Context: an optimization exercise on an open-source flow, tuned for small area. The choices shown serve that exercise and are no tape-out recipe. Only simulation tests tie the RTL to the original design; equivalence was not proved. Power is estimated from default activity; no workload was simulated.

==> flow/run.sh <==
#!/bin/bash
# Standard ORFS layout with two changes: the port buffers use the smallest buffer cell, and
# the clock tree uses larger sink clusters without dummy loads; after global routing, cells
# with slack are downsized.
set -e
export BUFFER_PORTS_ARGS="-buffer_cell sky130_fd_sc_hd__buf_1"
export CTS_ARGS="-sink_clustering_enable -repair_clock_nets -dont_use_dummy_load -buf_list sky130_fd_sc_hd__clkbuf_8 -sink_clustering_size 18 -sink_clustering_max_diameter 80"
export RECOVER_POWER=100
bash standard.sh > standard.log 2>&1
==> standard.sh <==
#!/bin/bash
# synth_recipe.tcl (not shown) runs the flow's synth.tcl, then flattens the netlist and writes it again
# the make line also repeats each setting of config.mk as NAME=value (left out here)
make -C /OpenROAD-flow-scripts/flow DESIGN_CONFIG=/design/flow/config.mk WORK_HOME=/design/flow/orfs CLKGATE_MAP_FILE= SYNTH_SCRIPT=/design/flow/synth_recipe.tcl "${@:-finish}"
==> config.mk <==
export PLATFORM = sky130hd
export DESIGN_NAME = csr_file
export DESIGN_NICKNAME = csr_file
export VERILOG_FILES = /design/flow/design.v
export SDC_FILE = /design/flow/constraint.sdc
export NUM_CORES = 4
export LEC_CHECK = 0
export CAP_MARGIN = 5
export CORE_MARGIN = 2
export CORE_UTILIZATION = 70
export SLEW_MARGIN = 5
export SYNTH_HIERARCHICAL = 1
export SYNTH_MINIMUM_KEEP_SIZE = 0
==> constraint.sdc <==
create_clock -name core_clock -period 6.0 [get_ports {clk_i}]
set_input_delay 1.2000 -clock core_clock [delete_from_list [all_inputs] [get_ports {clk_i}]]
set_output_delay 1.2000 -clock core_clock [all_outputs]
set_load 0.01 [all_outputs]
==> design.v <==
`timescale 1ns/1ps
package csr_pkg;
  typedef enum logic [11:0] {
    CSR_MVENDORID  = 12'hF11,
    CSR_MARCHID    = 12'hF12,
    CSR_MIMPID     = 12'hF13,
    CSR_MHARTID    = 12'hF14,
    CSR_MCONFIGPTR = 12'hF15,
    CSR_MSTATUS    = 12'h300,
    CSR_MISA       = 12'h301,
    CSR_MIE        = 12'h304,
    CSR_MTVEC      = 12'h305,
    CSR_MCOUNTEREN = 12'h306,
    CSR_MSTATUSH   = 12'h310,
    CSR_MSCRATCH   = 12'h340,
    CSR_MEPC       = 12'h341,
    CSR_MCAUSE     = 12'h342,
    CSR_MTVAL      = 12'h343,
    CSR_MIP        = 12'h344,
    CSR_MCYCLE     = 12'hB00,
    CSR_MINSTRET   = 12'hB02,
    CSR_MCYCLEH    = 12'hB80,
    CSR_MINSTRETH  = 12'hB82,
    CSR_CYCLE      = 12'hC00,   
    CSR_INSTRET    = 12'hC02,
    CSR_CYCLEH     = 12'hC80,
    CSR_INSTRETH   = 12'hC82
  } csr_addr_e;
  typedef enum logic [2:0] {
    STALL_NONE,
    STALL_IMISS,    
    STALL_DMISS,    
    STALL_ALU,      
    STALL_FENCEI
  } stall_e;
  typedef struct packed {
    logic       mie;
    logic       mpie;
    logic [1:0] mpp;    
  } mstatus_t;
  typedef struct packed {
    logic                 rd_en;
    logic                 wr_en;
    csr_addr_e            addr;
    logic [32-1:0] wdata;
  } csr_req_t;
  typedef struct packed {
    logic [32-1:0] epc;
    logic [32-1:0] cause;
    logic [32-1:0] tval;
  } trap_info_t;
  typedef struct packed {
    logic msip;
    logic mtip;
    logic meip;
  } irq_t;
  typedef struct packed {
    mstatus_t             mstatus;
    logic [32-1:0] mie;
    logic [32-1:0] mtvec;
    logic [32-1:0] mscratch;
    logic [32-1:0] mepc;
    logic [32-1:0] mcause;
    logic [32-1:0] mtval;
  } trap_state_t;
  typedef struct packed {
    logic [63:0] mcycle;
    logic [63:0] minstret;
  } counter_state_t;
endpackage
`timescale 1ns/1ps
module csr_ha (
  input  logic a,
  input  logic b,
  output logic s,
  output logic co
);
  assign s  = a ^ b;
  assign co = a & b;
endmodule
module csr_xor2 (
  input  logic a,
  input  logic b,
  output logic y
);
  assign y = a ^ b;
endmodule
module csr_a22o (
  input  logic a1, a2,
  input  logic b1, b2,
  output logic x
);
  assign x = (a1 & a2) | (b1 & b2);
endmodule
module csr_a222oi (
  input  logic a1, a2,
  input  logic b1, b2,
  input  logic c1, c2,
  output logic y
);
  assign y = !((a1 & a2) | (b1 & b2) | (c1 & c2));
endmodule
module csr_nand3 (
  input  logic a, b, c,
  output logic y
);
  assign y = !(a & b & c);
endmodule
module csr_nand4 (
  input  logic a, b, c, d,
  output logic y
);
  assign y = !(a & b & c & d);
endmodule
`timescale 1ns/1ps
module csr_read_bit (
  input  logic [8:0] v,        
  input  logic [8:0] s,        
  output logic       y
);
  logic y0, y1, y2;
  csr_a222oi u0 (.a1(v[0]), .a2(s[0]), .b1(v[1]), .b2(s[1]), .c1(v[2]), .c2(s[2]), .y(y0));
  csr_a222oi u1 (.a1(v[3]), .a2(s[3]), .b1(v[4]), .b2(s[4]), .c1(v[5]), .c2(s[5]), .y(y1));
  csr_a222oi u2 (.a1(v[6]), .a2(s[6]), .b1(v[7]), .b2(s[7]), .c1(v[8]), .c2(s[8]), .y(y2));
  csr_nand3  u3 (.a(y0), .b(y1), .c(y2), .y(y));
endmodule
module csr_read_bitx (
  input  logic [8:0] v,        
  input  logic [8:0] s,        
  input  logic       extra_n,  
  output logic       y
);
  logic y0, y1, y2;
  csr_a222oi u0 (.a1(v[0]), .a2(s[0]), .b1(v[1]), .b2(s[1]), .c1(v[2]), .c2(s[2]), .y(y0));
  csr_a222oi u1 (.a1(v[3]), .a2(s[3]), .b1(v[4]), .b2(s[4]), .c1(v[5]), .c2(s[5]), .y(y1));
  csr_a222oi u2 (.a1(v[6]), .a2(s[6]), .b1(v[7]), .b2(s[7]), .c1(v[8]), .c2(s[8]), .y(y2));
  csr_nand4  u3 (.a(y0), .b(y1), .c(y2), .d(extra_n), .y(y));
endmodule
`timescale 1ns/1ps
module csr_file (
  input  logic                 clk_i,
  input  logic                 rst_ni,
  input  logic [45:0]          req_i,          
  input  logic [2:0]           stall_i,        
  input  logic                 trap_i,         
  input  logic                 mret_i,         
  input  logic [95:0]          trap_info_i,    
  input  logic [2:0]           irq_i,          
  output logic [32-1:0] csr_rdata_o,
  output logic [32-1:0] mtvec_o,
  output logic [32-1:0] mepc_o
);
  logic        rd_en, wr_en;
  logic [11:0] addr;
  logic [31:0] wdata;
  logic [31:0] epc, cause, tval;
  assign rd_en = req_i[45];
  assign wr_en = req_i[44];
  assign addr  = req_i[43:32];
  assign wdata = req_i[31:0];
  assign epc   = trap_info_i[95:64];
  assign cause = trap_info_i[63:32];
  assign tval  = trap_info_i[31:0];
  logic        mie_bit, mpie_bit;
  logic [2:0]  mie_q;        
  logic [31:0] mscratch_q, mcause_q, mtval_q;
  logic [31:0] mtvec_q, mepc_q;    
  assign mtvec_q = mtvec_o;
  assign mepc_q  = mepc_o;
  logic [63:0] mcycle_q, minstret_q;
  logic active, trap_v, wr_tr, wr_cnt;
  assign active = (stall_i == 3'd0) || trap_i;
  assign trap_v = trap_i && rst_ni;
  assign wr_cnt = wr_en && active && !trap_i;
  assign wr_tr  = wr_cnt && !mret_i;
  logic a300, a304, a305, a340, a341, a342, a343, a344, a301, af12;
  logic amcyc, amcych, aminst, aminsth;    
  logic ucyc, ucych, uinst, uinsth;        
  assign a300    = addr == 12'h300;
  assign a301    = addr == 12'h301;
  assign a304    = addr == 12'h304;
  assign a305    = addr == 12'h305;
  assign a340    = addr == 12'h340;
  assign a341    = addr == 12'h341;
  assign a342    = addr == 12'h342;
  assign a343    = addr == 12'h343;
  assign a344    = addr == 12'h344;
  assign af12    = addr == 12'hF12;
  assign amcyc   = addr == 12'hB00;
  assign amcych  = addr == 12'hB80;
  assign aminst  = addr == 12'hB02;
  assign aminsth = addr == 12'hB82;
  assign ucyc    = addr == 12'hC00;
  assign ucych   = addr == 12'hC80;
  assign uinst   = addr == 12'hC02;
  assign uinsth  = addr == 12'hC82;
  logic w_mie, w_mtvec, w_mscratch, w_mepc, w_mcause, w_mtval;
  logic h_mie, h_mtvec, h_mscratch, h_mepc, h_mcause, h_mtval;
  logic w_cyc_lo, w_cyc_hi, w_inst_lo, w_inst_hi;
  logic h_cyc_lo, h_cyc_hi, h_inst_lo, h_inst_hi;
  assign w_mie      = rst_ni && wr_tr && a304;
  assign w_mtvec    = rst_ni && wr_tr && a305;
  assign w_mscratch = rst_ni && wr_tr && a340;
  assign w_mepc     = rst_ni && wr_tr && a341;
  assign w_mcause   = rst_ni && wr_tr && a342;
  assign w_mtval    = rst_ni && wr_tr && a343;
  assign h_mie      = rst_ni && !(wr_tr && a304);
  assign h_mtvec    = rst_ni && !(wr_tr && a305);
  assign h_mscratch = rst_ni && !(wr_tr && a340);
  assign h_mepc     = rst_ni && !trap_i && !(wr_tr && a341);
  assign h_mcause   = rst_ni && !trap_i && !(wr_tr && a342);
  assign h_mtval    = rst_ni && !trap_i && !(wr_tr && a343);
  assign w_cyc_lo   = rst_ni && wr_cnt && amcyc;
  assign w_cyc_hi   = rst_ni && wr_cnt && amcych;
  assign w_inst_lo  = rst_ni && wr_cnt && aminst;
  assign w_inst_hi  = rst_ni && wr_cnt && aminsth;
  assign h_cyc_lo   = rst_ni && !(wr_cnt && amcyc);
  assign h_cyc_hi   = rst_ni && !(wr_cnt && amcych);
  assign h_inst_lo  = rst_ni && !(wr_cnt && aminst);
  assign h_inst_hi  = rst_ni && !(wr_cnt && aminsth);
  logic [2:0]  mie_d;
  logic [31:0] mtvec_d, mscratch_d, mepc_n, mcause_n, mtval_n;
  logic [2:0]  mie_wd;
  assign mie_wd = {wdata[11], wdata[7], wdata[3]};
  for (genvar i = 0; i < 3; i++) begin : g_mie
    csr_a22o u_mie (.a1(mie_q[i]), .a2(h_mie), .b1(mie_wd[i]), .b2(w_mie), .x(mie_d[i]));
  end
  for (genvar i = 0; i < 32; i++) begin : g_trap
    csr_a22o   u_mtvec    (.a1(mtvec_q[i]),    .a2(h_mtvec),    .b1(wdata[i]), .b2(w_mtvec),    .x(mtvec_d[i]));
    csr_a22o   u_mscratch (.a1(mscratch_q[i]), .a2(h_mscratch), .b1(wdata[i]), .b2(w_mscratch), .x(mscratch_d[i]));
    csr_a222oi u_mepc   (.a1(mepc_q[i]),   .a2(h_mepc),   .b1(epc[i]),   .b2(trap_v), .c1(wdata[i]), .c2(w_mepc),   .y(mepc_n[i]));
    csr_a222oi u_mcause (.a1(mcause_q[i]), .a2(h_mcause), .b1(cause[i]), .b2(trap_v), .c1(wdata[i]), .c2(w_mcause), .y(mcause_n[i]));
    csr_a222oi u_mtval  (.a1(mtval_q[i]),  .a2(h_mtval),  .b1(tval[i]),  .b2(trap_v), .c1(wdata[i]), .c2(w_mtval),  .y(mtval_n[i]));
  end
  always_ff @(posedge clk_i) begin
    mie_q      <= mie_d;
    mtvec_o    <= mtvec_d;
    mscratch_q <= mscratch_d;
    mepc_o     <= ~mepc_n;
    mcause_q   <= ~mcause_n;
    mtval_q    <= ~mtval_n;
  end
  always_ff @(posedge clk_i) begin
    if (!rst_ni) begin
      mie_bit  <= 1'b0;
      mpie_bit <= 1'b0;
    end else if (trap_i) begin
      mie_bit  <= 1'b0;
      mpie_bit <= mie_bit;
    end else if (active && mret_i) begin
      mie_bit  <= mpie_bit;
      mpie_bit <= 1'b1;
    end else if (wr_tr && a300) begin
      mie_bit  <= wdata[3];
      mpie_bit <= wdata[7];
    end
  end
  localparam int GW = 16;           
  localparam int NG = 64 / GW;      
  logic cyc_en, inst_en;
  assign cyc_en  = active;
  assign inst_en = active && !trap_i && !(wr_cnt && (aminst || aminsth));
  logic [63:0]   cyc_inc, inst_inc;      
  logic [63:0]   cyc_d, inst_d;
  logic [NG-1:0] cyc_g, inst_g;          
  logic [NG-1:0] cyc_pre, inst_pre;      
  logic [NG-1:0] cyc_cin, inst_cin;      
  logic [64:0]   cyc_c, inst_c;          
  for (genvar k = 0; k < NG; k++) begin : g_grp
    assign cyc_g[k]  = &mcycle_q[GW*k +: GW];
    assign inst_g[k] = &minstret_q[GW*k +: GW];
    if (k == 0) begin : g_first
      assign cyc_pre[k]  = 1'b1;
      assign inst_pre[k] = 1'b1;
      assign cyc_cin[k]  = cyc_en;
      assign inst_cin[k] = inst_en;
    end else begin : g_rest
      assign cyc_pre[k]  = cyc_pre[k-1]  && cyc_g[k-1];
      assign inst_pre[k] = inst_pre[k-1] && inst_g[k-1];
      assign cyc_cin[k]  = cyc_en  && cyc_pre[k];
      assign inst_cin[k] = inst_en && inst_pre[k];
    end
    assign cyc_c[GW*k]  = cyc_cin[k];
    assign inst_c[GW*k] = inst_cin[k];
    for (genvar j = 0; j < GW; j++) begin : g_bit
      if (j < GW-1) begin : g_ha
        csr_ha u_cyc  (.a(mcycle_q[GW*k+j]),   .b(cyc_c[GW*k+j]),  .s(cyc_inc[GW*k+j]),  .co(cyc_c[GW*k+j+1]));
        csr_ha u_inst (.a(minstret_q[GW*k+j]), .b(inst_c[GW*k+j]), .s(inst_inc[GW*k+j]), .co(inst_c[GW*k+j+1]));
      end else begin : g_top
        csr_xor2 u_cyc  (.a(mcycle_q[GW*k+j]),   .b(cyc_c[GW*k+j]),  .y(cyc_inc[GW*k+j]));
        csr_xor2 u_inst (.a(minstret_q[GW*k+j]), .b(inst_c[GW*k+j]), .y(inst_inc[GW*k+j]));
      end
    end
  end
  for (genvar i = 0; i < 32; i++) begin : g_cnt
    csr_a22o u_cyc_lo  (.a1(cyc_inc[i]),     .a2(h_cyc_lo),  .b1(wdata[i]), .b2(w_cyc_lo),  .x(cyc_d[i]));
    csr_a22o u_cyc_hi  (.a1(cyc_inc[i+32]),  .a2(h_cyc_hi),  .b1(wdata[i]), .b2(w_cyc_hi),  .x(cyc_d[i+32]));
    csr_a22o u_inst_lo (.a1(inst_inc[i]),    .a2(h_inst_lo), .b1(wdata[i]), .b2(w_inst_lo), .x(inst_d[i]));
    csr_a22o u_inst_hi (.a1(inst_inc[i+32]), .a2(h_inst_hi), .b1(wdata[i]), .b2(w_inst_hi), .x(inst_d[i+32]));
  end
  always_ff @(posedge clk_i) begin
    mcycle_q   <= cyc_d;
    minstret_q <= inst_d;
  end
  logic s_mstatus, s_mie, s_mip, s_misa, s_march;
  logic [8:0] sel;
  assign s_mstatus = rd_en && a300;
  assign s_misa    = rd_en && a301;
  assign s_mie     = rd_en && a304;
  assign s_mip     = rd_en && a344;
  assign s_march   = rd_en && af12;
  assign sel[0]    = rd_en && a305;
  assign sel[1]    = rd_en && a340;
  assign sel[2]    = rd_en && a341;
  assign sel[3]    = rd_en && a342;
  assign sel[4]    = rd_en && a343;
  assign sel[5]    = rd_en && (amcyc   || ucyc);
  assign sel[6]    = rd_en && (amcych  || ucych);
  assign sel[7]    = rd_en && (aminst  || uinst);
  assign sel[8]    = rd_en && (aminsth || uinsth);
  logic [31:0] small_word;    
  always_comb begin
    small_word     = '0;
    small_word[0]  = s_march;
    small_word[2]  = s_march || s_misa;
    small_word[3]  = (s_mstatus && mie_bit)  || (s_mie && mie_q[0]) || (s_mip && irq_i[2]);
    small_word[7]  = (s_mstatus && mpie_bit) || (s_mie && mie_q[1]) || (s_mip && irq_i[1]);
    small_word[8]  = s_misa;
    small_word[11] = s_mstatus || (s_mie && mie_q[2]) || (s_mip && irq_i[0]);
    small_word[12] = s_mstatus || s_misa;
    small_word[30] = s_misa;
  end
  localparam logic [31:0] EXTRA_BITS = 32'h4000_198D;    
  for (genvar i = 0; i < 32; i++) begin : g_rd
    if (EXTRA_BITS[i]) begin : g_x
      csr_read_bitx u_rd (
        .v       ({minstret_q[i+32], minstret_q[i], mcycle_q[i+32], mcycle_q[i],
                   mtval_q[i], mcause_q[i], mepc_q[i], mscratch_q[i], mtvec_q[i]}),
        .s       (sel),
        .extra_n (!small_word[i]),
        .y       (csr_rdata_o[i])
      );
    end else begin : g_n
      csr_read_bit u_rd (
        .v ({minstret_q[i+32], minstret_q[i], mcycle_q[i+32], mcycle_q[i],
             mtval_q[i], mcause_q[i], mepc_q[i], mscratch_q[i], mtvec_q[i]}),
        .s (sel),
        .y (csr_rdata_o[i])
      );
    end
  end
endmodule
==> results of run 1 <==
synth_stat cells (all sizes together):
cell type,instances
dfxtp,293
a22o,195
a222oi,194
ha,120
inv,100
nand4,34
nand3,29
nor2,23
nor4,10
nor3,8
xor2,8
nand2,7
and2,4
and3,4
o21a,4
o21ai,4
a21boi,3
a31oi,3
or3,3
or4,3
a21oi,2
nand3b,2
nor3b,2
nor4b,2
or4b,2
a211oi,1
a221oi,1
a32oi,1
a41oi,1
and3b,1
and4,1
buf,1
nand2b,1
nand4bb,1
nor2b,1
o211ai,1
or2,1
worst paths after layout:
check | start | to | slack [ns] | depth (start not counted)
max | req_i[36] | csr_rdata_o[1] | 0.78 | 8
min | mscratch_q[10]$_DFF_P_ | mscratch_q[10]$_DFF_P_ | 0.50 | 1
max reg2reg | mcycle_q[28]$_DFF_P_ | mcycle_q[63]$_DFF_P_ | 1.64 | 21
min reg2reg | mscratch_q[10]$_DFF_P_ | mscratch_q[10]$_DFF_P_ | 0.50 | 1
cells in the final DEF, fill, tap and decap left out, types with 2 or more instances in the layout:
master    count
nand3_1      29
xor2_1        8
inv_1       100
or4_1         2
ha_1        120
nor4b_1       2
o21ai_1       2
buf_4        17
nor2_2       11
clkbuf_1      8
clkbuf_8     20
a31oi_1       3
nand3b_1      2
dfxtp_1     293
nor2_1       12
a22o_1      195
nor4_1       10
o21ai_0       2
nand2_1       6
o21a_1        4
buf_1       245
nor3b_1       2
nand4_1      34
a21boi_2      3
a222oi_1    194
nor3_2        4
and3_1        4
nor3_1        4
and2_0        3
or3_4         2
metrics by stage:
step | hold WS [ns] | instances | power (mW)
floorplan | 0.457 | 1071 | 2.14
global placement | 0.467 | 1566 | 2.26
detailed placement | 0.471 | 1566 | 2.27
CTS | 0.499 | 1586 | 3.12
global route | 0.509 | 1586 | 3.21
finish | 0.498 | 1586 | 3.13
layer usage:
| layer | up-vias | routed length, um | track usage [%] |
|---|---|---|---|
| met5 | - | 0 | 0 |
| met4 | 0 | 1410 | 17.6 |
| met3 | 121 | 5070 | 7.80 |
| met2 | 920 | 18900 | 67.1 |
| met1 | 5725 | 15600 | 56.5 |
| li1 | 5200 | - | - |
Yosys stat by module, one instance, submodules excluded, a selection:
module | cells | flops+latches | times used | area [um2]
csr_file | 524 | 293 | 1 | 7100
csr_ha | 1 | 0 | 120 | 12.5
csr_a222oi | 1 | 0 | 192 | 10.0
csr_a22o | 1 | 0 | 195 | 8.76
csr_nand4 | 1 | 0 | 8 | 6.26
csr_nand3 | 1 | 0 | 24 | 5.00
report_power, final:
| part | switching [mW] | internal [mW] | leakage, nW |
|---|---|---|---|
| Clock | 0.598 | 0.302 | 0.144 |
| Combinational | 0.151 | 0.0681 | 3.93 |
| Sequential | 0.0273 | 1.98 | 2.38 |
| Total | 0.777 | 2.36 | 6.45 |
flip-flops by register name, summed over array words and instances (netlist names):
| name | count |
|---|---|
| mie_q | 3 |
| minstret_q | 64 |
| mie_bit | 1 |
| mepc_o | 32 |
| mtvec_o | 32 |
| mpie_bit | 1 |
| mcycle_q | 64 |
| mcause_q | 32 |
| mscratch_q | 32 |
| mtval_q | 32 |
cells by family after synthesis:
group / count (synthesis) / share of synthesized area, %
adders and majority gates: 120 / 12.0
and+or+nand+nor: 139 / 6.87
AOI/OAI and AO/OA: 410 / 30.4
buffers and inverters: 101 / 3.07
DFF: 293 / 47.0
xor gates and xnor gates: 8 / 0.562
layout make-up:
type                       instances  area, um2  area share [%]
tap                              225        282            1.99
sequential                       293       5870            41.5
clock buffer                      20        275            1.95
inverter                         100        375            2.66
timing repair buffer             271       1100            7.77
multi-input combinational        677       6230            44.1
==> impl_metrics.py, run 1 <==
metrics = {
    "clock_network": {
        "cts_setup_buffers": 0,
        "ctsRootBufferMaster": "clkbuf_8",
        "cts_hold_buffers": 0,
        "htreeDepth": 1,
        "cts_buffer_depth": 3,
        "cts_sinks": 293,
        "path_clk_slew_ns": 0.11,
        "cts-buffers-inserted": 20,
        "clk_latency_ns": 0.56,
        "post_cts_resized": 0,
        "cts_tree": "done",
    },
    "sta": {
        "fmax_ghz": 0.191,
        "slew_headroom_pct": -159,
        "period_needed_ns": 5.22,
        "fin_crit_sh_pct": 87.1,
        "setup_slack_ns": 0.777,
        "finalSetupViolCount": 0,
        "tightestPinTransition_ns": 3.87,
        "finalSetupTns_ns": 0,
        "maxSlewViolCount": 149,
        "skew_ns": 0.0478,
        "hold_violations": 0,
        "rsz0062_at_grt": "no",
    },
    "floorplanning": {
        "die_y_um": 137,
        "die_x_um": 137,
        "placementRows": 48,
        "core_um2": 17400,
        "dieArea_um2": 18900,
        "start_util_pct": 71.8,
        "io_pins": 248,
    },
    "logic_synthesis": {
        "netlist_instances": 1071,
        "ys_types": 48,
        "avgSynthCellArea_um2": 11.6,
        "yosys-top-cells-area": "dfxtp_1 (47%), a222oi_1 (16%), a22o_1 (14%), ha_1 (12%), inv_1 (3.0%)",
        "synth_area_um2": 12500,
        "ys_ff_latch": 293,
        "synth_warnings": 7,
        "synth_top_area_share_pct": 47.0,
        "yosysTopAreaCell": "dfxtp_1",
        "synth_nets": 1343,
        "yosysSeqAreaShare_pct": 47.0,
    },
    "worst_setup_path": {
        "crit_path_end_kind": "output pin",
        "critPathKind": "in -> out",
        "worst_setup_path_start_kind": "input port",
        "critPathMaxStageDelay_ns": 1.09,
        "worst_path_most_repeated_cell": "buf_1",
        "arrival_ns": 4.02,
        "path_delay_family": "simple AND/OR/NAND/NOR gates",
        "crit_slowest_cell": "nor2_1",
        "crit_buf_inv": 3,
        "crit_chain": "buf_1, nor4_1, nand2_1, nor2_1, buf_12, a222oi_1, nand3_1, buf_1",
        "required_ns": 4.80,
        "cp_max_fo": 19,
    },
    "finish": {
        "area_growth_pct": 13.3,
        "nets": 1635,
        "fillCellCount": 1178,
        "design_area_um2": 14100,
        "diodes": 0,
        "drive_gt1_share_pct": 4.78,
        "final_util_pct": 81.4,
    },
    "power_and_ir_drop": {
        "p_leak_nw": 6.45,
        "pwr_density_cell_nw_per_um2": 222,
        "ir_drop_mv": 0.237,
    },
    "global_route": {
        "overflow": 0,
        "grt_pass1_vias": 11100,
        "antenna_found_initial": 0,
        "grt_max_degree": 97,
        "grt_pass1_wl_um": 61400,
        "grt.total_usage_pct": 42.2,
    },
    "route": {
        "vias": 12000,
        "drc": 0,
        "via_per_inst": 7.54,
        "antenna_left": 0,
        "drtIter0Drc": 2183,
        "first_pass_iters": 11,
        "wl_per_cell_um": 25.8,
        "wl_um": 41000,
    },
    "placement": {
        "dpl_cell_area_um2": 13900,
        "hpwl_um": 26800,
        "port_buffers": 247,
        "preCtsSetupSlack_ns": 0.492,
        "gp_congestion": 1.01,
    },
    "flow_run": {
        "maxCapViolations": 5,
    },
    "status": {
        "status": "finished with violations",
        "violatedChecks": "capacitance limit, slew limit",
    },
    "hold_path": {
        "hp-class": "reg -> reg",
    },
}
==> run 2, diff against run 1 <==
==> flow/run.sh (replaced) <==
#!/bin/bash
# Standard ORFS layout with two changes: the port buffers use the smallest buffer cell, and
# the clock tree uses larger sink clusters without dummy loads.
set -e
export BUFFER_PORTS_ARGS="-buffer_cell sky130_fd_sc_hd__buf_1"
export CTS_ARGS="-sink_clustering_enable -repair_clock_nets -dont_use_dummy_load -buf_list sky130_fd_sc_hd__clkbuf_8 -sink_clustering_size 15 -sink_clustering_max_diameter 80"
bash standard.sh > standard.log 2>&1
--- a/config.mk
+++ b/config.mk
@@ -9,3 +9,3 @@
 export CORE_MARGIN = 2
-export CORE_UTILIZATION = 70
+export CORE_UTILIZATION = 75
 export SLEW_MARGIN = 5
==> run 2 against run 1 <==
Effect of this change: area after synthesis unchanged; the run now finishes clean; core utilization increased by 5.7 points; combinational power grew 3%.
==> impl_metrics.py, run 2 <==
metrics = {
    "clock_network": {
        "cts_tree": "done",
        "cts_buffer_depth": 3,
        "clk_latency_ns": 0.57,
        "cts_sinks": 293,
        "ctsRootBufferMaster": "clkbuf_8",
        "cts_hold_buffers": 0,
        "path_clk_slew_ns": 0.09,
        "cts-buffers-inserted": 23,
        "cts_setup_buffers": 0,
        "htreeDepth": 1,
        "post_cts_resized": 0,
    },
    "global_route": {
        "grt.total_usage_pct": 45.8,
        "overflow": 0,
        "antenna_found_initial": 0,
        "grt_max_degree": 97,
        "grt_pass1_wl_um": 64100,
        "grt_pass1_vias": 12000,
    },
    "worst_setup_path": {
        "arrival_ns": 3.94,
        "rr_startpoint": "mcycle_q[28]$_DFF_P_",
        "worstSetupStartpoint": "req_i[33]",
        "worst_path_most_repeated_cell": "buf_1",
        "r2r_end": "mcycle_q[47]$_DFF_P_",
        "cp_max_fo": 17,
        "crit_chain": "buf_1, or4_1, nor3_2, buf_4, a222oi_1, nand3_1, buf_1",
        "r2r_slack_ns": 1.63,
        "endpoint": "csr_rdata_o[20]",
        "required_ns": 4.80,
        "crit_slowest_cell": "nor3_2",
        "critPathMaxStageDelay_ns": 0.99,
        "critPathKind": "in -> out",
        "crit_path_end_kind": "output pin",
        "worstRegToRegCells": 20,
        "worst_setup_path_start_kind": "input port",
    },
    "floorplanning": {
        "placementRows": 47,
        "dieArea_um2": 17700,
        "core_um2": 16400,
        "io_pins": 248,
        "die_y_um": 133,
        "start_util_pct": 76.0,
        "die_x_um": 133,
    },
    "logic_synthesis": {
        "avgSynthCellArea_um2": 11.6,
        "synth_warnings": 7,
        "synth_ff_type": "dfxtp_1",
        "async_flop_share_pct": 0,
        "yosys-top-cells-area": "dfxtp_1 (47%), a222oi_1 (16%), a22o_1 (14%), ha_1 (12%), inv_1 (3.0%)",
        "synth_edf_count": 0,
        "ys_types": 48,
        "synth_area_um2": 12500,
        "netlist_instances": 1071,
        "yosysSeqAreaShare_pct": 47.0,
        "synth_commonest_cells": "dfxtp_1 (293), a22o_1 (195), a222oi_1 (194), ha_1 (120), inv_1 (100)",
        "ys_ff_latch": 293,
        "synth_top_area_share_pct": 47.0,
        "synth_nets": 1343,
        "yosysTopAreaCell": "dfxtp_1",
        "synth.most_common_cell": "dfxtp_1",
    },
    "route": {
        "drtIter0Drc": 2450,
        "wl_met2_um": 18700,
        "wl_per_cell_um": 26.4,
        "via_per_inst": 7.75,
        "wl_met1_um": 14600,
        "wl_um": 41900,
        "dr_wl_met3_um": 6010,
        "top_layer": "met4",
        "first_pass_iters": 17,
        "vias": 12300,
        "drc": 0,
        "antenna_left": 0,
    },
    "sta": {
        "rsz0062_at_grt": "no",
        "period_needed_ns": 5.14,
        "hold_violations": 0,
        "slew_headroom_pct": 14.7,
        "skew_ns": 0.0352,
        "fmax_ghz": 0.195,
        "fin_crit_sh_pct": 85.7,
        "tightestPinTransition_ns": 1.28,
        "finalSetupViolCount": 0,
        "whs_ns": 0.497,
        "finalSetupTns_ns": 0,
        "maxSlewViolCount": 0,
    },
    "finish": {
        "multi_input_comb_area_um2": 6310,
        "fillCellCount": 923,
        "regArea_um2": 5870,
        "final_common_cell": "dfxtp_1",
        "diodes": 0,
        "drive_gt1_share_pct": 6.52,
        "final_cell_mix": "dfxtp_1 (293), buf_1 (247), a22o_1 (195)",
        "reg_top3": "mcycle_q (64), minstret_q (64)",
        "area_growth_pct": 14.6,
        "nets": 1640,
    },
    "power_and_ir_drop": {
        "pwr_density_cell_nw_per_um2": 223,
        "p_leak_nw": 6.55,
        "ir_drop_mv": 0.211,
    },
    "placement": {
        "port_buffers": 247,
        "hpwl_um": 27500,
        "gp_congestion": 0.988,
    },
    "status": {
        "status": "no timing/DRC/antenna violations",
    },
    "flow_run": {
        "maxCapViolations": 0,
    },
    "hold_path": {
        "hp-class": "reg -> reg",
    },
}
## run 2: cell types whose count changed in the layout (fill, tap and decap cells not counted), sizes merged
cell,before,now
buf,263,273
clkbuf,28,23
## run 2: area by class of cell
cell class | count | area share [%]
clock buffers | 23 | 2.22
repair buffers | 273 | 8.00
flip-flops and latches | 293 | 41.1
well taps | 220 | 1.93
inverters | 100 | 2.63
multi-input cells | 677 | 44.2
## run 2: how the worst min path moves through the flow
| stage | cells past startpoint | slack, ns | start | end |
|---|---|---|---|---|
| floorplan | 1 | 0.46 | mie_q[0]$_DFF_P_ | mie_q[0]$_DFF_P_ |
| global placement | 1 | 0.47 | mscratch_q[29]$_DFF_P_ | mscratch_q[29]$_DFF_P_ |
| detailed placement | 1 | 0.47 | mscratch_q[25]$_DFF_P_ | mscratch_q[25]$_DFF_P_ |
| CTS | 1 | 0.50 | mscratch_q[25]$_DFF_P_ | mscratch_q[25]$_DFF_P_ |
| global route | 1 | 0.50 | mscratch_q[2]$_DFF_P_ | mscratch_q[2]$_DFF_P_ |
| finish | 1 | 0.50 | mscratch_q[29]$_DFF_P_ | mscratch_q[29]$_DFF_P_ |
## run 2: cell families after synthesis
| family | count (synthesis) | synth area share, % |
|---|---|---|
| and+or+nand+nor | 139 | 6.87 |
| DFF | 293 | 47.0 |
| adders and majority gates | 120 | 12.0 |
| xor gates and xnor gates | 8 | 0.562 |
| AOI/OAI and AO/OA | 410 | 30.4 |
| buffers and inverters | 101 | 3.07 |
## run 2: per-stage QoR
step | power, mW | utilization [%] | worst slack, ns | std cells | area, um2
finish | 3.19 | 87.1 | 0.859 | 1586 | 14300
global route | 3.27 | 87.1 | 0.808 | 1586 | 14300
CTS | 3.17 | 87.0 | 1.03 | 1585 | 14300
detailed placement | 2.27 | 85.0 | 0.524 | 1562 | 14000
global placement | 2.26 | 85.0 | 0.610 | 1562 | 14000
floorplan | 2.14 | - | 0.782 | 1071 | 12500
## run 2: per-layer routing
metal / up-vias / global-route usage, %
met4: 0 / 25.9
li1: 5227 / -
met1: 5809 / 57.6
met5: - / 0
met2: 1041 / 72.3
met3: 208 / 11.4
## run 2: where the power goes
group	switching (mW)	internal [mW]	leakage [nW]
Clock	0.606	0.344	0.165
Sequential	0.0275	1.98	2.38
Combinational	0.156	0.0685	4.01
## run 2: per-module statistics from Yosys, one instance, submodules excluded, excerpt
module / times used / area (um2) / flip-flops and latches / cells
csr_a222oi: 192 / 10.0 / 0 / 1
csr_ha: 120 / 12.5 / 0 / 1
csr_nand4: 8 / 6.26 / 0 / 1
csr_a22o: 195 / 8.76 / 0 / 1
csr_nand3: 24 / 5.00 / 0 / 1
csr_file: 1 / 7100 / 293 / 524
csr_xor2: 8 / 8.76 / 0 / 1
## run 2: worst max-delay path: cells and delay by family
family / cells / cell delay (ns)
buffers and inverters: 3 / 0.72
AND/OR/NAND/NOR: 3 / 1.82
AO/OA/AOI/OAI: 1 / 0.19
==> run 3, diff against run 2 <==
--- a/design.v
+++ b/design.v
@@ -114,2 +114,86 @@
 endmodule
+module csr_inv (
+  input  logic a,
+  output logic y
+);
+  assign y = !a;
+endmodule
+module csr_and2 (
+  input  logic a, b,
+  output logic y
+);
+  assign y = a & b;
+endmodule
+module csr_and3 (
+  input  logic a, b, c,
+  output logic y
+);
+  assign y = a & b & c;
+endmodule
+module csr_and4 (
+  input  logic a, b, c, d,
+  output logic y
+);
+  assign y = a & b & c & d;
+endmodule
+module csr_and4b (
+  input  logic a_n, b, c, d,
+  output logic y
+);
+  assign y = !a_n & b & c & d;
+endmodule
+module csr_and3b (
+  input  logic a_n, b, c,
+  output logic y
+);
+  assign y = !a_n & b & c;
+endmodule
+module csr_nor2 (
+  input  logic a, b,
+  output logic y
+);
+  assign y = !(a | b);
+endmodule
+module csr_nor2b (
+  input  logic a, b_n,
+  output logic y
+);
+  assign y = !a & b_n;
+endmodule
+module csr_nor3 (
+  input  logic a, b, c,
+  output logic y
+);
+  assign y = !(a | b | c);
+endmodule
+module csr_nor4 (
+  input  logic a, b, c, d,
+  output logic y
+);
+  assign y = !(a | b | c | d);
+endmodule
+module csr_nor4b (
+  input  logic a, b, c, d_n,
+  output logic y
+);
+  assign y = !(a | b | c) & d_n;
+endmodule
+module csr_nor4bb (
+  input  logic a, b, c_n, d_n,
+  output logic y
+);
+  assign y = !(a | b) & c_n & d_n;
+endmodule
+module csr_o21a (
+  input  logic a1, a2, b1,
+  output logic x
+);
+  assign x = (a1 | a2) & b1;
+endmodule
+module csr_a221oi (
+  input  logic a1, a2, b1, b2, c1,
+  output logic y
+);
+  assign y = !((a1 & a2) | (b1 & b2) | c1);
+endmodule
 `timescale 1ns/1ps
@@ -170,29 +254,34 @@
   logic [63:0] mcycle_q, minstret_q;
-  logic active, trap_v, wr_tr, wr_cnt;
-  assign active = (stall_i == 3'd0) || trap_i;
-  assign trap_v = trap_i && rst_ni;
-  assign wr_cnt = wr_en && active && !trap_i;
-  assign wr_tr  = wr_cnt && !mret_i;
-  logic a300, a304, a305, a340, a341, a342, a343, a344, a301, af12;
-  logic amcyc, amcych, aminst, aminsth;    
-  logic ucyc, ucych, uinst, uinsth;        
-  assign a300    = addr == 12'h300;
-  assign a301    = addr == 12'h301;
-  assign a304    = addr == 12'h304;
-  assign a305    = addr == 12'h305;
-  assign a340    = addr == 12'h340;
-  assign a341    = addr == 12'h341;
-  assign a342    = addr == 12'h342;
-  assign a343    = addr == 12'h343;
-  assign a344    = addr == 12'h344;
-  assign af12    = addr == 12'hF12;
-  assign amcyc   = addr == 12'hB00;
-  assign amcych  = addr == 12'hB80;
-  assign aminst  = addr == 12'hB02;
-  assign aminsth = addr == 12'hB82;
-  assign ucyc    = addr == 12'hC00;
-  assign ucych   = addr == 12'hC80;
-  assign uinst   = addr == 12'hC02;
-  assign uinsth  = addr == 12'hC82;
-  logic w_mie, w_mtvec, w_mscratch, w_mepc, w_mcause, w_mtval;
+  logic [3:0] an, mn, ln;
+  logic h3, hb, hc, hf;                    
+  logic m0, m1, m4, m8;                    
+  logic l0, l1, l2, l3, l4, l5;            
+  assign an = addr[11:8];
+  assign mn = addr[7:4];
+  assign ln = addr[3:0];
+  assign h3 = !(an[3] || an[2]) && an[1] && an[0];
+  csr_and4b  u_hb (.a_n(an[2]), .b(an[3]), .c(an[1]), .d(an[0]), .y(hb));
+  assign hc = !(an[1] || an[0]) && an[3] && an[2];
+  csr_and4   u_hf (.a(an[3]), .b(an[2]), .c(an[1]), .d(an[0]), .y(hf));
+  assign m0 = !(mn[3] || mn[2] || mn[1] || mn[0]);
+  assign m1 = !(mn[3] || mn[2] || mn[1]) && mn[0];
+  assign m4 = !(mn[3] || mn[1] || mn[0]) && mn[2];
+  assign m8 = !(mn[2] || mn[1] || mn[0]) && mn[3];
+  assign l0 = !(ln[3] || ln[2] || ln[1] || ln[0]);
+  assign l1 = !(ln[3] || ln[2] || ln[1]) && ln[0];
+  assign l2 = !(ln[3] || ln[2] || ln[0]) && ln[1];
+  assign l3 = !(ln[3] || ln[2]) && ln[1] && ln[0];
+  assign l4 = !(ln[3] || ln[1] || ln[0]) && ln[2];
+  assign l5 = !(ln[3] || ln[1]) && ln[2] && ln[0];
+  logic rst, sz, wok, wt, wc, r3, rc, rf, active;
+  csr_inv   u_rst (.a(rst_ni), .y(rst));
+  assign sz = !(stall_i[2] || stall_i[1] || stall_i[0]);
+  csr_and4b u_wok (.a_n(trap_i), .b(rst_ni), .c(wr_en), .d(sz), .y(wok));
+  csr_and3b u_wt  (.a_n(mret_i), .b(wok), .c(h3), .y(wt));       
+  csr_and2  u_wc  (.a(wok), .b(hb), .y(wc));                     
+  csr_and2  u_r3  (.a(rd_en), .b(h3), .y(r3));
+  csr_o21a  u_rc  (.a1(hb), .a2(hc), .b1(rd_en), .x(rc));        
+  csr_and2  u_rf  (.a(rd_en), .b(hf), .y(rf));
+  assign active = sz || trap_i;
+  logic w_mie, w_mtvec, w_mscratch, w_mepc, w_mcause, w_mtval, w_mstatus;
   logic h_mie, h_mtvec, h_mscratch, h_mepc, h_mcause, h_mtval;
@@ -200,22 +289,25 @@
   logic h_cyc_lo, h_cyc_hi, h_inst_lo, h_inst_hi;
-  assign w_mie      = rst_ni && wr_tr && a304;
-  assign w_mtvec    = rst_ni && wr_tr && a305;
-  assign w_mscratch = rst_ni && wr_tr && a340;
-  assign w_mepc     = rst_ni && wr_tr && a341;
-  assign w_mcause   = rst_ni && wr_tr && a342;
-  assign w_mtval    = rst_ni && wr_tr && a343;
-  assign h_mie      = rst_ni && !(wr_tr && a304);
-  assign h_mtvec    = rst_ni && !(wr_tr && a305);
-  assign h_mscratch = rst_ni && !(wr_tr && a340);
-  assign h_mepc     = rst_ni && !trap_i && !(wr_tr && a341);
-  assign h_mcause   = rst_ni && !trap_i && !(wr_tr && a342);
-  assign h_mtval    = rst_ni && !trap_i && !(wr_tr && a343);
-  assign w_cyc_lo   = rst_ni && wr_cnt && amcyc;
-  assign w_cyc_hi   = rst_ni && wr_cnt && amcych;
-  assign w_inst_lo  = rst_ni && wr_cnt && aminst;
-  assign w_inst_hi  = rst_ni && wr_cnt && aminsth;
-  assign h_cyc_lo   = rst_ni && !(wr_cnt && amcyc);
-  assign h_cyc_hi   = rst_ni && !(wr_cnt && amcych);
-  assign h_inst_lo  = rst_ni && !(wr_cnt && aminst);
-  assign h_inst_hi  = rst_ni && !(wr_cnt && aminsth);
+  logic trap_v;
+  csr_and3 u_w_mstatus  (.a(wt), .b(m0), .c(l0), .y(w_mstatus));
+  csr_and3 u_w_mie      (.a(wt), .b(m0), .c(l4), .y(w_mie));
+  csr_and3 u_w_mtvec    (.a(wt), .b(m0), .c(l5), .y(w_mtvec));
+  csr_and3 u_w_mscratch (.a(wt), .b(m4), .c(l0), .y(w_mscratch));
+  csr_and3 u_w_mepc     (.a(wt), .b(m4), .c(l1), .y(w_mepc));
+  csr_and3 u_w_mcause   (.a(wt), .b(m4), .c(l2), .y(w_mcause));
+  csr_and3 u_w_mtval    (.a(wt), .b(m4), .c(l3), .y(w_mtval));
+  csr_and3 u_w_cyc_lo   (.a(wc), .b(m0), .c(l0), .y(w_cyc_lo));
+  csr_and3 u_w_cyc_hi   (.a(wc), .b(m8), .c(l0), .y(w_cyc_hi));
+  csr_and3 u_w_inst_lo  (.a(wc), .b(m0), .c(l2), .y(w_inst_lo));
+  csr_and3 u_w_inst_hi  (.a(wc), .b(m8), .c(l2), .y(w_inst_hi));
+  csr_nor2 u_h_mie      (.a(rst), .b(w_mie),      .y(h_mie));
+  csr_nor2 u_h_mtvec    (.a(rst), .b(w_mtvec),    .y(h_mtvec));
+  csr_nor2 u_h_mscratch (.a(rst), .b(w_mscratch), .y(h_mscratch));
+  assign h_mepc = !(rst || w_mepc || trap_i);
+  assign h_mcause = !(rst || w_mcause || trap_i);
+  assign h_mtval = !(rst || w_mtval || trap_i);
+  csr_nor2 u_h_cyc_lo   (.a(rst), .b(w_cyc_lo),  .y(h_cyc_lo));
+  csr_nor2 u_h_cyc_hi   (.a(rst), .b(w_cyc_hi),  .y(h_cyc_hi));
+  csr_nor2 u_h_inst_lo  (.a(rst), .b(w_inst_lo), .y(h_inst_lo));
+  csr_nor2 u_h_inst_hi  (.a(rst), .b(w_inst_hi), .y(h_inst_hi));
+  csr_and2 u_trap_v (.a(trap_i), .b(rst_ni), .y(trap_v));
   logic [2:0]  mie_d;
@@ -249,6 +341,6 @@
       mpie_bit <= mie_bit;
-    end else if (active && mret_i) begin
+    end else if (sz && mret_i) begin
       mie_bit  <= mpie_bit;
       mpie_bit <= 1'b1;
-    end else if (wr_tr && a300) begin
+    end else if (w_mstatus) begin
       mie_bit  <= wdata[3];
@@ -260,4 +352,4 @@
   logic cyc_en, inst_en;
-  assign cyc_en  = active;
-  assign inst_en = active && !trap_i && !(wr_cnt && (aminst || aminsth));
+  assign cyc_en = active;
+  assign inst_en = sz && !trap_i && !(wr_en && hb && l2 && (m0 || m8));
   logic [63:0]   cyc_inc, inst_inc;      
@@ -304,30 +396,27 @@
   end
-  logic s_mstatus, s_mie, s_mip, s_misa, s_march;
+  logic s_mstatus, s_mie, s_mip, s_misa_n, s_march_n;
   logic [8:0] sel;
-  assign s_mstatus = rd_en && a300;
-  assign s_misa    = rd_en && a301;
-  assign s_mie     = rd_en && a304;
-  assign s_mip     = rd_en && a344;
-  assign s_march   = rd_en && af12;
-  assign sel[0]    = rd_en && a305;
-  assign sel[1]    = rd_en && a340;
-  assign sel[2]    = rd_en && a341;
-  assign sel[3]    = rd_en && a342;
-  assign sel[4]    = rd_en && a343;
-  assign sel[5]    = rd_en && (amcyc   || ucyc);
-  assign sel[6]    = rd_en && (amcych  || ucych);
-  assign sel[7]    = rd_en && (aminst  || uinst);
-  assign sel[8]    = rd_en && (aminsth || uinsth);
-  logic [31:0] small_word;    
-  always_comb begin
-    small_word     = '0;
-    small_word[0]  = s_march;
-    small_word[2]  = s_march || s_misa;
-    small_word[3]  = (s_mstatus && mie_bit)  || (s_mie && mie_q[0]) || (s_mip && irq_i[2]);
-    small_word[7]  = (s_mstatus && mpie_bit) || (s_mie && mie_q[1]) || (s_mip && irq_i[1]);
-    small_word[8]  = s_misa;
-    small_word[11] = s_mstatus || (s_mie && mie_q[2]) || (s_mip && irq_i[0]);
-    small_word[12] = s_mstatus || s_misa;
-    small_word[30] = s_misa;
-  end
+  csr_and3  u_s_mstatus (.a(r3), .b(m0), .c(l0), .y(s_mstatus));
+  csr_and3  u_s_mie     (.a(r3), .b(m0), .c(l4), .y(s_mie));
+  csr_and3  u_s_mip     (.a(r3), .b(m4), .c(l4), .y(s_mip));
+  csr_nand3 u_s_misa    (.a(r3), .b(m0), .c(l1), .y(s_misa_n));
+  csr_nand3 u_s_march   (.a(rf), .b(m1), .c(l2), .y(s_march_n));
+  csr_and3  u_sel0      (.a(r3), .b(m0), .c(l5), .y(sel[0]));    
+  csr_and3  u_sel1      (.a(r3), .b(m4), .c(l0), .y(sel[1]));    
+  csr_and3  u_sel2      (.a(r3), .b(m4), .c(l1), .y(sel[2]));    
+  csr_and3  u_sel3      (.a(r3), .b(m4), .c(l2), .y(sel[3]));    
+  csr_and3  u_sel4      (.a(r3), .b(m4), .c(l3), .y(sel[4]));    
+  csr_and3  u_sel5      (.a(rc), .b(m0), .c(l0), .y(sel[5]));    
+  csr_and3  u_sel6      (.a(rc), .b(m8), .c(l0), .y(sel[6]));    
+  csr_and3  u_sel7      (.a(rc), .b(m0), .c(l2), .y(sel[7]));    
+  csr_and3  u_sel8      (.a(rc), .b(m8), .c(l2), .y(sel[8]));    
+  logic x0_n, x2_n, x3_n, x7_n, x8_n, x11_n, x12_n, x30_n;
+  assign x0_n  = s_march_n;
+  csr_and2   u_x2  (.a(s_march_n), .b(s_misa_n), .y(x2_n));
+  csr_a222oi u_x3  (.a1(s_mstatus), .a2(mie_bit),  .b1(s_mie), .b2(mie_q[0]), .c1(s_mip), .c2(irq_i[2]), .y(x3_n));
+  csr_a222oi u_x7  (.a1(s_mstatus), .a2(mpie_bit), .b1(s_mie), .b2(mie_q[1]), .c1(s_mip), .c2(irq_i[1]), .y(x7_n));
+  assign x8_n  = s_misa_n;
+  assign x11_n = !((s_mie && mie_q[2]) || (s_mip && irq_i[0]) || s_mstatus);
+  assign x12_n = !s_mstatus && s_misa_n;
+  assign x30_n = s_misa_n;
   localparam logic [31:0] EXTRA_BITS = 32'h4000_198D;    
@@ -339,3 +428,4 @@
         .s       (sel),
-        .extra_n (!small_word[i]),
+        .extra_n (i == 0 ? x0_n : i == 2 ? x2_n : i == 3 ? x3_n : i == 7 ? x7_n :
+                   i == 8 ? x8_n : i == 11 ? x11_n : i == 12 ? x12_n : x30_n),
         .y       (csr_rdata_o[i])
==> flow/run.sh (replaced) <==
#!/bin/bash
# Standard ORFS layout with two changes: the port buffers use the smallest buffer cell, and
# the clock tree uses larger sink clusters without dummy loads.
set -e
export BUFFER_PORTS_ARGS="-buffer_cell sky130_fd_sc_hd__buf_1"
export CTS_ARGS="-sink_clustering_enable -repair_clock_nets -dont_use_dummy_load -buf_list sky130_fd_sc_hd__clkbuf_8 -sink_clustering_size 18 -sink_clustering_max_diameter 80"
bash standard.sh > standard.log 2>&1
--- a/config.mk
+++ b/config.mk
@@ -9,3 +9,3 @@
 export CORE_MARGIN = 2
-export CORE_UTILIZATION = 75
+export CORE_UTILIZATION = 70
 export SLEW_MARGIN = 5
==> run 3 against run 2 <==
Effect of this change: critical path depth increased by 14; combinational power is 5% lower; fmax is 1.2% higher; worst hold slack barely moved; via count down 4.0%; synthesized cell count fell by 1.6%; clock skew rose by 0.048 ns; largest cell class unchanged.
==> impl_metrics.py, run 3 <==
metrics = {
    "global_route": {
        "grt_pass1_wl_um": 59800,
        "antenna_found_initial": 2,
        "grt.total_usage_pct": 40.9,
        "overflow": 0,
        "grt_pass1_vias": 11100,
        "grt_max_degree": 97,
    },
    "sta": {
        "period_needed_ns": 5.08,
        "fin_crit_sh_pct": 84.7,
        "finalSetupTns_ns": 0,
        "tightestPinTransition_ns": 1.18,
        "whs_ns": 0.497,
        "maxSlewViolCount": 0,
        "finalSetupViolCount": 0,
        "hold_violations": 0,
        "fmax_ghz": 0.197,
        "rsz0062_at_grt": "no",
        "skew_ns": 0.0832,
        "slew_headroom_pct": 21.6,
    },
    "clock_network": {
        "htreeDepth": 1,
        "post_cts_resized": 0,
        "cts-buffers-inserted": 20,
        "cts_setup_buffers": 0,
        "clk_latency_ns": 0.56,
        "path_clk_slew_ns": 0.11,
        "cts_sinks": 293,
        "cts_hold_buffers": 0,
        "cts_tree": "done",
        "ctsRootBufferMaster": "clkbuf_8",
        "cts_buffer_depth": 3,
    },
    "finish": {
        "fillCellCount": 1146,
        "final_common_cell": "dfxtp_1",
        "reg_top3": "mcycle_q (64), minstret_q (64)",
        "area_growth_pct": 14.5,
        "nets": 1628,
        "final_cell_mix": "dfxtp_1 (293), buf_1 (247), a22o_1 (195)",
        "drive_gt1_share_pct": 5.17,
    },
    "worst_setup_path": {
        "critPathKind": "in -> reg",
        "worst_path_most_repeated_cell": "ha_1",
        "path_delay_family": "adder cells",
        "worst_setup_path_start_kind": "input port",
        "crit_chain": "buf_1, nor4b_4, a41oi_2, and2_2, ha_1, ha_1, ha_1, ha_1, ha_1, ha_1, ha_1, ha_1, ha_1, ha_1, ha_1, ha_1, ha_1, ha_1, ha_1, xor2_1, a22o_1",
        "cp_max_fo": 8,
        "crit_path_end_kind": "register",
        "required_ns": 6.46,
        "crit_slowest_cell": "nor4b_4",
        "critPathMaxStageDelay_ns": 0.52,
        "arrival_ns": 5.54,
        "crit_buf_inv": 1,
    },
    "flow_run": {
        "maxCapViolations": 0,
    },
    "power_and_ir_drop": {
        "ir_drop_mv": 0.214,
        "power_mw": 3.12,
        "p_leak_nw": 6.68,
        "pwr_density_cell_nw_per_um2": 220,
    },
    "floorplanning": {
        "dieArea_um2": 18700,
        "die_x_um": 137,
        "core_um2": 17300,
        "placementRows": 48,
        "io_pins": 248,
        "start_util_pct": 71.5,
        "die_y_um": 137,
    },
    "hold_path": {
        "hp-class": "reg -> reg",
    },
    "logic_synthesis": {
        "synth_area_um2": 12400,
        "synth_commonest_cells": "dfxtp_1 (293), a22o_1 (195), a222oi_1 (194), ha_1 (120), inv_1 (99)",
        "netlist_instances": 1054,
        "ys_types": 31,
        "synth_edf_count": 0,
        "async_flop_share_pct": 0,
        "avgSynthCellArea_um2": 11.7,
        "yosysTopAreaCell": "dfxtp_1",
        "synth.most_common_cell": "dfxtp_1",
        "ys_ff_latch": 293,
        "synth_warnings": 7,
        "synth_top_area_share_pct": 47.4,
        "synth_ff_type": "dfxtp_1",
        "yosysSeqAreaShare_pct": 47.4,
        "synth_nets": 1326,
        "yosys-top-cells-area": "dfxtp_1 (47%), a222oi_1 (16%), a22o_1 (14%), ha_1 (12%), inv_1 (3.0%)",
    },
    "placement": {
        "gp_congestion": 0.944,
        "port_buffers": 247,
        "hpwl_um": 26000,
    },
    "route": {
        "wl_per_cell_um": 25.0,
        "via_per_inst": 7.47,
        "wl_um": 39500,
        "vias": 11800,
        "drtIter0Drc": 2109,
        "first_pass_iters": 13,
        "antenna_left": 0,
        "drc": 0,
    },
    "status": {
        "status": "no timing/DRC/antenna violations",
    },
}
## run 3: kinds of logic after synthesis
family | after synthesis | share of synthesized area [%]
XOR/XNOR | 8 | 0.567
adder cells (fa/ha/maj) | 120 | 12.1
AO/OA/AOI/OAI | 394 | 29.9
multiplexers | 2 | 0.182
buffers and inverters | 99 | 3.01
AND/OR/NAND/NOR | 138 | 6.78
flip-flops | 293 | 47.4
## run 3: cell type report
class	count	area, um2	share of cell area [%]
Clock buffer	20	275	1.94
Inverter	99	372	2.62
Multi-Input combinational cell	662	6160	43.5
Antenna cell	1	2.50	0.0177
Tap cell	225	282	1.99
Timing Repair Buffer	280	1200	8.48
Sequential cell	293	5870	41.4
## run 3: modules after synthesis (local to each module, per instance), a selection
| module | copies in the design | flops+latches | area, um2 | cells |
|---|---|---|---|---|
| csr_ha | 120 | 0 | 12.5 | 1 |
| csr_and4b | 2 | 0 | 10.0 | 1 |
| csr_nand3 | 26 | 0 | 5.00 | 1 |
| csr_and3 | 23 | 0 | 6.26 | 1 |
| csr_a222oi | 194 | 0 | 10.0 | 1 |
| csr_and4 | 1 | 0 | 8.76 | 1 |
| csr_and2 | 5 | 0 | 6.26 | 1 |
| csr_nor2 | 7 | 0 | 3.75 | 1 |
| csr_file | 1 | 293 | 6710 | 462 |
| csr_a22o | 195 | 0 | 8.76 | 1 |
## run 3: path summary, 6_finish.rpt
kind / from / endpoint / slack, ns / cells past startpoint
worst min register to register: mcause_q[5]$_DFF_P_ / mcause_q[5]$_DFF_P_ / 0.50 / 2
worst max-delay path: req_i[35] / minstret_q[31]$_DFF_P_ / 0.92 / 21
worst min-delay path: mcause_q[5]$_DFF_P_ / mcause_q[5]$_DFF_P_ / 0.50 / 2
worst max register to register: mcycle_q[1]$_DFF_P_ / mcycle_q[63]$_DFF_P_ / 1.72 / 20
## run 3: worst reg2reg max path: cells and delay by family (launching register included)
family | cells | cell delay, ns
AND/OR/NAND/NOR | 3 | 1.20
AO/OA/AOI/OAI | 1 | 0.22
adder cells (fa/ha/maj) | 15 | 2.25
XOR/XNOR | 1 | 0.07
flip-flops | 1 | 0.50
## run 3: routing by layer
metal	global-route usage, %	wire length (um)	up-vias
met4	17.0	1420	2
li1	-	-	5154
met5	0	13	-
met1	54.4	15100	5628
met2	65.8	18100	897
met3	7.70	4870	115
## run 3: through the flow
step | cell area (um2) | instances | setup slack (ns) | util [%]
after floorplan | 12400 | 1054 | 0.999 | -
after global placement | 13900 | 1559 | 0.574 | 80.2
after detailed placement | 13900 | 1559 | 0.377 | 80.2
after CTS | 14200 | 1579 | 0.958 | 81.8
after global routing | 14200 | 1580 | 0.720 | 81.9
final | 14200 | 1580 | 0.920 | 81.9
## run 3: power by group
part / switching [mW] / internal [mW] / total, mW / leakage [nW]
Clock: 0.594 / 0.302 / 0.896 / 0.144
Sequential: 0.0266 / 1.98 / 2.01 / 2.38
Combinational: 0.145 / 0.0680 / 0.213 / 4.16
Total: 0.765 / 2.35 / 3.12 / 6.68
==> run 4, diff against run 3 <==
--- a/config.mk
+++ b/config.mk
@@ -10,2 +10,3 @@
 export CORE_UTILIZATION = 70
+export GPL_TIMING_DRIVEN = 0
 export SLEW_MARGIN = 5
==> run 4 against run 3 <==
Effect of this change: still clean; worst hold slack got worse by 0.0060 ns; combinational power increased by 4%; die area unchanged.
==> impl_metrics.py, run 4 <==
metrics = {
    "global_route": {
        "overflow": 0,
        "antenna_found_initial": 2,
        "grt.total_usage_pct": 40.1,
        "grt_max_degree": 55,
        "grt_pass1_vias": 11000,
        "grt_pass1_wl_um": 59000,
    },
    "finish": {
        "design_area_um2": 14100,
        "final_common_cell": "dfxtp_1",
        "reg_top3": "mcycle_q (64), minstret_q (64)",
        "finalNonFillerCells": 1558,
        "fillCellCount": 1167,
        "nets": 1606,
        "drive_gt1_share_pct": 4.73,
        "area_growth_pct": 13.9,
        "final_cell_mix": "dfxtp_1 (293), buf_1 (247), a22o_1 (195)",
        "final_util_pct": 81.5,
    },
    "clock_network": {
        "ctsRootBufferMaster": "clkbuf_8",
        "cts_hold_buffers": 0,
        "cts-buffers-inserted": 20,
        "clk_latency_ns": 0.55,
        "post_cts_resized": 0,
        "cts_setup_buffers": 0,
        "cts_buffer_depth": 3,
        "htreeDepth": 1,
        "cts_sinks": 293,
        "path_clk_slew_ns": 0.04,
        "cts_tree": "done",
    },
    "power_and_ir_drop": {
        "p_leak_nw": 6.58,
        "pwr_density_cell_nw_per_um2": 222,
        "ir_drop_mv": 0.211,
    },
    "worst_setup_path": {
        "crit_chain": "buf_1, nor4_1, and3_1, a222oi_1, nand3_1, buf_1",
        "crit_buf_inv": 2,
        "arrival_ns": 4.21,
        "crit_path_end_kind": "output pin",
        "critPathKind": "in -> out",
        "worst_setup_path_start_kind": "input port",
        "rr_startpoint": "mcycle_q[1]$_DFF_P_",
        "crit_slowest_cell": "and3_1",
        "worst_path_most_repeated_cell": "buf_1",
        "cp_max_fo": 32,
        "required_ns": 4.80,
        "worstRegToRegCells": 20,
        "critPathMaxStageDelay_ns": 1.22,
        "path_delay_family": "simple AND/OR/NAND/NOR gates",
        "r2r_end": "mcycle_q[47]$_DFF_P_",
        "r2r_slack_ns": 1.52,
    },
    "hold_path": {
        "worst_hold_path.num_cells": 1,
        "hp-class": "reg -> reg",
        "hold_path_end": "mscratch_q[6]$_DFF_P_",
        "min_from": "mscratch_q[6]$_DFF_P_",
    },
    "logic_synthesis": {
        "yosysTopAreaCell": "dfxtp_1",
        "synth_compound_area_share_pct": 29.9,
        "synth_commonest_cells": "dfxtp_1 (293), a22o_1 (195), a222oi_1 (194), ha_1 (120), inv_1 (99)",
        "synth_top_area_share_pct": 47.4,
        "synthSimpleGateAreaFrac_pct": 6.78,
        "synth_area_um2": 12400,
        "muxShareOfSynthArea_pct": 0.182,
        "synth_xor_area_share_pct": 0.567,
        "ys_types": 31,
        "ys_ff_latch": 293,
        "synth.most_common_cell": "dfxtp_1",
        "netlist_instances": 1054,
        "async_flop_share_pct": 0,
        "synth_top_family_by_area": "compound AO/OA/AOI/OAI gates",
        "synthAdderAreaFrac_pct": 12.1,
        "yosys-top-cells-area": "dfxtp_1 (47%), a222oi_1 (16%), a22o_1 (14%), ha_1 (12%), inv_1 (3.0%)",
        "yosysSeqAreaShare_pct": 47.4,
        "synth_edf_count": 0,
        "avgSynthCellArea_um2": 11.7,
        "synth_ff_type": "dfxtp_1",
        "synth_nets": 1326,
        "synth_warnings": 7,
    },
    "route": {
        "antenna_left": 0,
        "wl_per_cell_um": 24.7,
        "wl_um": 38500,
        "dr_wl_met3_um": 4400,
        "via_per_inst": 7.49,
        "first_pass_iters": 12,
        "top_layer": "met5",
        "wl_met2_um": 17800,
        "drc": 0,
        "vias": 11700,
        "drtIter0Drc": 2194,
        "wl_met1_um": 15100,
    },
    "status": {
        "status": "no timing/DRC/antenna violations",
    },
    "placement": {
        "gp_congestion": 0.934,
        "dp.cells": 1537,
        "preCtsSetupSlack_ns": 0.348,
        "port_buffers": 247,
        "dpl_cell_area_um2": 13800,
        "hpwl_um": 25400,
    },
    "sta": {
        "period_needed_ns": 5.41,
        "skew_ns": 0.0134,
        "rsz0062_at_grt": "no",
        "finalSetupViolCount": 0,
        "fmax_ghz": 0.185,
        "hold_violations": 0,
        "tightestPinTransition_ns": 1.37,
        "maxSlewViolCount": 0,
        "finalSetupTns_ns": 0,
        "setup_slack_ns": 0.585,
        "fin_crit_sh_pct": 90.2,
        "slew_headroom_pct": 8.43,
    },
    "floorplanning": {
        "core_um2": 17300,
        "die_x_um": 137,
        "start_util_pct": 71.5,
        "io_pins": 248,
        "dieArea_um2": 18700,
        "placementRows": 48,
        "die_y_um": 137,
    },
    "flow_run": {
        "maxCapViolations": 0,
    },
}
[run 4: worst max-delay path by stage]
stage	startpoint	to	cells after the start	slack (ns)
2_1_floorplan	req_i[35]	minstret_q[31]$_DFF_P_	20	1.0
3_3_place_gp	trap_i	mepc_o[29]$_DFF_P_	7	-0.86
3_5_place_dp	req_i[35]	minstret_q[47]$_DFF_P_	21	0.35
4_1_cts	req_i[39]	csr_rdata_o[3]	6	0.72
5_1_grt	req_i[35]	csr_rdata_o[19]	6	0.43
6_report	req_i[39]	csr_rdata_o[6]	6	0.59
[run 4: power breakdown]
group          internal (mW)  switching [mW]
logic                 0.0738           0.149
registers               1.98          0.0264
clock network          0.302           0.596
total                   2.36           0.771
[run 4: through the flow]
stage                     hold slack (ns)  power, mW
after floorplan                     0.456       2.13
after global placement              0.467       2.25
after detailed placement            0.473       2.27
after CTS                           0.490       3.12
after global routing                0.514       3.22
final                               0.491       3.13
[run 4: per-layer routing]
layer	vias up	track usage (%)
met2	843	64.6
met1	5600	54.2
met3	109	6.19
met4	2	16.1
li1	5121	-
met5	-	0
[run 4: modules after synthesis, one instance, submodules excluded, a selection]
module,flip-flops and latches,cells
csr_and2,0,1
csr_xor2,0,1
csr_nand3,0,1
csr_and3b,0,1
csr_inv,0,1
csr_a22o,0,1
csr_nand4,0,1
csr_ha,0,1
[run 4: kinds of logic after synthesis]
logic type               Yosys count
AO/OA/AOI/OAI                    394
XOR/XNOR                           8
adder cells (fa/ha/maj)          120
buffers and inverters             99
flip-flops                       293
multiplexers                       2
AND/OR/NAND/NOR                  138
[run 4: area by class of cell]
class | instances | area [um2] | area share [%]
antenna | 1 | 2.50 | 0.0178
sequential | 293 | 5870 | 41.6
tap | 225 | 282 | 2.00
multi-input combinational | 662 | 6200 | 44.0
timing repair buffer | 258 | 1090 | 7.76
inverter | 99 | 372 | 2.64
clock buffer | 20 | 275 | 1.95
[run 4: worst register-to-register path, cell delays in order, from the launching register on]
cell     delay, ns
dfxtp_1       0.50
nand4_1       0.22
or4_1         0.67
nor3_1        0.31
ha_1          0.21
ha_1          0.16
ha_1          0.15
ha_1          0.17
ha_1          0.15
ha_1          0.15
ha_1          0.14
ha_1          0.14
ha_1          0.15
ha_1          0.14
ha_1          0.15
ha_1          0.19
ha_1          0.16
ha_1          0.14
ha_1          0.16
xor2_1        0.07
a22o_1        0.22

[re-timing with driven ports]
No port has a modelled driver above. Below, the same layouts with a new extraction and two added sets of constraints. Step 1 sets driving cells, clkbuf_16 on the clock port and buf_2 on the other inputs (assumed; they add their load-dependent delay and slew). Step 2, shift: input delay + t, output delay - t, t = (earliest + latest rising clock arrival at the registers) / 2. This alone moves slack from input paths to output paths. a / b / c = ideal ports / drivers / drivers and shift; a / b = the first two.
run | t, ns | slack for setup (ns) | worst setup path at the end | slew at the worst register clock pin (ns) | pins driven straight from the clock port
run 1 | 0.579 | 0.777 / 0.758 / 0.450 | input to register | 0.12 / 0.12 | 1
run 2 | 0.591 | 0.859 / 0.836 / 0.474 | input to register | 0.10 / 0.10 | 1
run 3 | 0.566 | 0.920 / 0.937 / 0.371 | input to register | 0.12 / 0.12 | 1
run 4 | 0.562 | 0.585 / 0.565 / 0.318 | input to register | 0.11 / 0.11 | 1
For run 3, which loses most, drivers alone change the setup slack by +0.017 ns; drivers and shift together by -0.549 ns.
